This design comes from an exercise in tuning for small area, a short achievable clock period and few clock cycles on the open sky130 flow, not from production work. In this exercise RTL edits were held to simulation tests only and were not proved equivalent to the original. Power is estimated from default activity; no workload was simulated.

// matmul_top
module matmul_top #(
  parameter int ADDR_W = 16
) (
  input  logic                          clk,
  input  logic                          reset_n,
  input  logic                          dut_valid,
  output logic                          dut_ready,
  output logic [ADDR_W-1:0]             input_read_address,
  input  matmul_pkg::sram_word_u        input_read_data,
  output logic [ADDR_W-1:0]             weight_read_address,
  input  matmul_pkg::sram_word_u        weight_read_data,
  output logic                          result_write_enable,
  output logic [ADDR_W-1:0]             result_write_address,
  output logic [matmul_pkg::DATA_W-1:0] result_write_data
);
  logic [15:0]       k_dim, n_dim;
  logic              k_one, n_one, m_one;
  logic              hdr_k_le2, hdr_n_one, hdr_m_one;
  logic              st_hdr, st_spec, st_run;
  logic              issue_final, write_final;
  logic              first_m2, last_wr, final_wr;
  matmul_ctrl u_ctrl (
    .clk           (clk),
    .reset_n       (reset_n),
    .dut_valid     (dut_valid),
    .input_header  (input_read_data),
    .weight_header (weight_read_data),
    .issue_final   (issue_final),
    .write_final   (write_final),
    .dut_ready     (dut_ready),
    .st_hdr        (st_hdr),
    .st_spec       (st_spec),
    .st_run        (st_run),
    .k_dim         (k_dim),
    .n_dim         (n_dim),
    .k_one         (k_one),
    .n_one         (n_one),
    .m_one         (m_one),
    .hdr_k_le2     (hdr_k_le2),
    .hdr_n_one     (hdr_n_one),
    .hdr_m_one     (hdr_m_one)
  );
  operand_addr_gen #(
    .ADDR_W (ADDR_W)
  ) u_addr_gen (
    .clk                 (clk),
    .reset_n             (reset_n),
    .dut_valid           (dut_valid),
    .st_idle             (dut_ready),
    .st_hdr              (st_hdr),
    .st_spec             (st_spec),
    .st_run              (st_run),
    .input_header        (input_read_data),
    .weight_header       (weight_read_data),
    .k_dim               (k_dim),
    .n_dim               (n_dim),
    .k_one               (k_one),
    .n_one               (n_one),
    .m_one               (m_one),
  ...
export LEC_CHECK = 0
export CAP_MARGIN = 20
export CORE_MARGIN = 2
export CORE_UTILIZATION = 40
export CTS_CLUSTER_DIAMETER = 120
export CTS_CLUSTER_SIZE = 22
export SLEW_MARGIN = 20
export SYNTH_HIERARCHICAL = 1
create_clock -name core_clock -period 11.0 [get_ports {clk}]
standard.sh (not shown) runs the stock make flow with config.mk's settings and CLKGATE_MAP_FILE= SYNTH_SCRIPT=/design/flow/synth_recipe.tcl, a recipe that flattens the netlist after the stock synthesis.
==> flow/flow/run.sh <==
#!/bin/bash
# Standard ORFS layout at the design's clock and constraints, with faster
# port buffers and timing repair aimed below the clock period.
set -euo pipefail
bash standard.sh \
  "BUFFER_PORTS_ARGS=-buffer_cell sky130_fd_sc_hd__buf_2" \
  SETUP_SLACK_MARGIN=7.8 \
  TNS_END_PERCENT=100 \
  finish > standard_flow.log 2>&1
The first run passed the timing, design-rule and antenna checks.
Testbench counts at the start, summed over its fixed seeds: cycles 33,512.
Rerun with:
--- a/flow/flow/run.sh
+++ b/flow/flow/run.sh
@@ -6 +6 @@
-  "BUFFER_PORTS_ARGS=-buffer_cell sky130_fd_sc_hd__buf_2" \
+  "BUFFER_PORTS_ARGS=-buffer_cell sky130_fd_sc_hd__buf_4" \
What happened: Power climbs by 0.38%; global-route usage barely changes; critical path depth does not change; fmax goes up by about 0.5%; count of clock-buffer cells in the layout drops by 2; wire length is lower by 1.7%; worst setup slack improves by 16 ps; non-clock buffer count is lower by 8; clock skew is lower by 5.8 ps; die area is unchanged; hold slack stays flat.
Rerun with:
--- a/flow/flow/run.sh
+++ b/flow/flow/run.sh
@@ -6,2 +6,2 @@
-  "BUFFER_PORTS_ARGS=-buffer_cell sky130_fd_sc_hd__buf_4" \
-  SETUP_SLACK_MARGIN=7.8 \
+  "BUFFER_PORTS_ARGS=-buffer_cell sky130_fd_sc_hd__buf_2" \
+  SETUP_SLACK_MARGIN=7.4 \
Outcome: The new run finished with timing, DRC and antenna clean. Utilization came out lower by 3.2 points. Sequential share of layout area came out higher by 1.4 points. Worst setup slack loses 270 ps.
Rerun with:
--- a/flow/flow/run.sh
+++ b/flow/flow/run.sh
@@ -7 +7 @@
-  SETUP_SLACK_MARGIN=7.4 \
+  SETUP_SLACK_MARGIN=7.6 \
After rerunning:
- combinational power hardly moves
- worst setup slack gains 170 ps
- area after synthesis is unchanged
- sequential share of layout area barely changes
- utilization climbs by 0.30 points
- die area is unchanged
- routed wire length goes down by 1.0%
- cell area rises by 0.68%
Rerun with:
--- a/flow/flow/run.sh
+++ b/flow/flow/run.sh
@@ -7 +7 @@
-  SETUP_SLACK_MARGIN=7.6 \
+  SETUP_SLACK_MARGIN=7.7 \
What happened: The new run passed the timing, design-rule and antenna checks; hold slack gains 3.8 ps; power rose by 1.2%; count of clock-buffer cells in the layout rose by 1; clock skew fell by 9.1 ps; cell count rose by 1.2%; register-to-register slack gains 90 ps; core utilization rose by 1.3 points.

* * *

Another version of the RTL of matmul_top (not shown whole).
Size in the first run: about 2300 cells after synthesis, roughly 400 flip-flops, ~150 I/O pins, ~0.025 mm2 of cells after synthesis.
// matmul_top
module matmul_top #(
  parameter int ADDR_W = 16
) (
  input  logic                          clk,
  input  logic                          reset_n,
  input  logic                          dut_valid,
  output logic                          dut_ready,
  output logic [ADDR_W-1:0]             input_read_address,
  input  matmul_pkg::sram_word_u        input_read_data,
  output logic [ADDR_W-1:0]             weight_read_address,
  input  matmul_pkg::sram_word_u        weight_read_data,
  output logic                          result_write_enable,
  output logic [ADDR_W-1:0]             result_write_address,
  output logic [matmul_pkg::DATA_W-1:0] result_write_data
);
==> flow/config.mk <==
export PLATFORM = sky130hd
export DESIGN_NAME = matmul_top
export DESIGN_NICKNAME = matmul_top
export VERILOG_FILES = /design/flow/design.v
export SDC_FILE = /design/flow/constraint.sdc
export NUM_CORES = 4
export LEC_CHECK = 0
export CAP_MARGIN = 20
export CORE_MARGIN = 2
export CORE_UTILIZATION = 40
export CTS_CLUSTER_DIAMETER = 120
export CTS_CLUSTER_SIZE = 26
export SLEW_MARGIN = 20
export SYNTH_HIERARCHICAL = 1
==> flow/constraint.sdc <==
create_clock -name core_clock -period 11.0 [get_ports {clk}]
set_input_delay 2.2000 -clock core_clock [delete_from_list [all_inputs] [get_ports {clk}]]
set_output_delay 2.2000 -clock core_clock [all_outputs]
set_load 0.01 [all_outputs]
==> flow/flow/run.sh <==
#!/bin/bash
# Standard ORFS layout at the design's clock and constraints, with faster
# port buffers and timing repair aimed below the clock period.
set -euo pipefail
bash standard.sh \
  "BUFFER_PORTS_ARGS=-buffer_cell sky130_fd_sc_hd__buf_2" \
  SETUP_SLACK_MARGIN=7.65 \
  TNS_END_PERCENT=100 \
  finish > standard_flow.log 2>&1
The baseline finished clean.
Testbench counts at the start, summed over its fixed seeds: cycles 33,512.
Then changed:
--- a/flow/flow/run.sh
+++ b/flow/flow/run.sh
@@ -6,4 +6,4 @@
   "BUFFER_PORTS_ARGS=-buffer_cell sky130_fd_sc_hd__buf_2" \
   SETUP_SLACK_MARGIN=7.65 \
-  TNS_END_PERCENT=100 \
+  TNS_END_PERCENT=30 \
   finish > standard_flow.log 2>&1
- CTS_CLUSTER_SIZE: 26 -> 22
=> The new run finished clean; core utilization goes down by 0.11 points; die area is unchanged; sequential cell count stays the same; total power is about the same; first-iteration DRC count rose by 16%; fmax fell by 1.8%; via count rose by 0.55%; global-route usage falls by 0.12 points; worst setup slack degrades by 62 ps.
Then changed:
--- a/flow/flow/run.sh
+++ b/flow/flow/run.sh
@@ -5,5 +5,5 @@
 bash standard.sh \
   "BUFFER_PORTS_ARGS=-buffer_cell sky130_fd_sc_hd__buf_2" \
-  SETUP_SLACK_MARGIN=7.65 \
-  TNS_END_PERCENT=30 \
+  SETUP_SLACK_MARGIN=7.72 \
+  TNS_END_PERCENT=100 \
   finish > standard_flow.log 2>&1
Result: The new run completed with no timing, DRC or antenna violations. Worst setup slack gains 120 ps. Sequential share of layout area drops by 0.68 points. Core utilization increases by 1.3 points. Register-to-register slack gains 50 ps. Power grows slightly. Non-clock buffer count rises by 49.
Then changed:
--- a/flow/flow/run.sh
+++ b/flow/flow/run.sh
@@ -5,5 +5,5 @@
 bash standard.sh \
   "BUFFER_PORTS_ARGS=-buffer_cell sky130_fd_sc_hd__buf_2" \
-  SETUP_SLACK_MARGIN=7.72 \
+  SETUP_SLACK_MARGIN=7.65 \
   TNS_END_PERCENT=100 \
   finish > standard_flow.log 2>&1
=> Fmax drops by 1.5%; synthesized cell count is unchanged; clock-buffer cell count is unchanged; first-iteration DRC count drops by about 0.33%; design area drops by 2.5%; worst setup slack is worse by 49 ps; area after synthesis does not change.

* * *

Starting RTL as in the previous note.
clock: 11.0 ns
lec_check: 0
cap_margin: 20
core_margin: 2
core_utilization: 40
cts_cluster_diameter: 120
cts_cluster_size: 22
slew_margin: 20
synth_hierarchical: 1
==> flow/flow/run.sh <==
#!/bin/bash
# Standard ORFS layout at the design's clock and constraints, with faster
# port buffers and timing repair aimed below the clock period.
set -euo pipefail
bash standard.sh \
  "BUFFER_PORTS_ARGS=-buffer_cell sky130_fd_sc_hd__buf_2" \
  SETUP_SLACK_MARGIN=7.6 \
  TNS_END_PERCENT=100 \
  finish > standard_flow.log 2>&1
Testbench counts at the start, summed over its fixed seeds: cycles 33,512.
Then changed:
--- a/flow/flow/run.sh
+++ b/flow/flow/run.sh
@@ -6,4 +6,4 @@
   "BUFFER_PORTS_ARGS=-buffer_cell sky130_fd_sc_hd__buf_2" \
-  SETUP_SLACK_MARGIN=7.6 \
-  TNS_END_PERCENT=100 \
+  SETUP_SLACK_MARGIN=7.65 \
+  TNS_END_PERCENT=60 \
   finish > standard_flow.log 2>&1
What happened: The changed run ran to the end with no violations; combinational power goes down by about 0.9%; synthesized cell count does not change; via count barely changes; hold slack got worse by 4.0 ps; wire length shrinks by about 0.4%; setup slack gains 16 ps.

static timing again, ports no longer ideal:
Ports are ideal in the flow. The routed layouts listed here were re-timed in OpenROAD.
Step 1: set_driving_cell puts a clkbuf_16 on clk and a buf_2 on each other input, an assumption about the parent block.
Step 2 times the ports against the registers' clock, not the clock port: input delays grow and output delays shrink by t, the midpoint of the rising clock arrivals with the driver on.
a / b / c = ideal / step 1 / step 2; a / b = the first two.
run | t (ns) | slack for setup (ns) | clock arrival spread, ns | worst data-port slew with drivers (ns)
the first run of note 1 | 0.621 | 7.733 / 7.669 / 7.268 | 0.032 / 0.032 | 0.11
the second run of note 1 | 0.621 | 7.748 / 7.687 / 7.284 | 0.027 / 0.026 | 0.09
the third run of note 1 | 0.619 | 7.474 / 7.418 / 7.100 | 0.017 / 0.018 | 0.08
the fourth run of note 1 | 0.615 | 7.644 / 7.585 / 7.197 | 0.040 / 0.041 | 0.09
the fifth run of note 1 | 0.621 | 7.728 / 7.671 / 7.226 | 0.031 / 0.031 | 0.09
the first run of note 2 | 0.609 | 7.682 / 7.623 / 7.241 | 0.022 / 0.022 | 0.08
the second run of note 2 | 0.613 | 7.619 / 7.560 / 7.145 | 0.027 / 0.027 | 0.08
the third run of note 2 | 0.623 | 7.737 / 7.676 / 7.270 | 0.037 / 0.037 | 0.09
the fourth run of note 2 | 0.617 | 7.687 / 7.629 / 7.243 | 0.029 / 0.029 | 0.08
the first run of note 3 | 0.624 | 7.646 / 7.583 / 7.268 | 0.026 / 0.026 | 0.09
the second run of note 3 | 0.614 | 7.662 / 7.603 / 7.231 | 0.026 / 0.026 | 0.09
After both steps setup and hold are still met in every run listed. The setup slack of the fifth run of note 1, which loses most, moves by -0.057 ns with the drivers and by -0.502 ns with both steps.
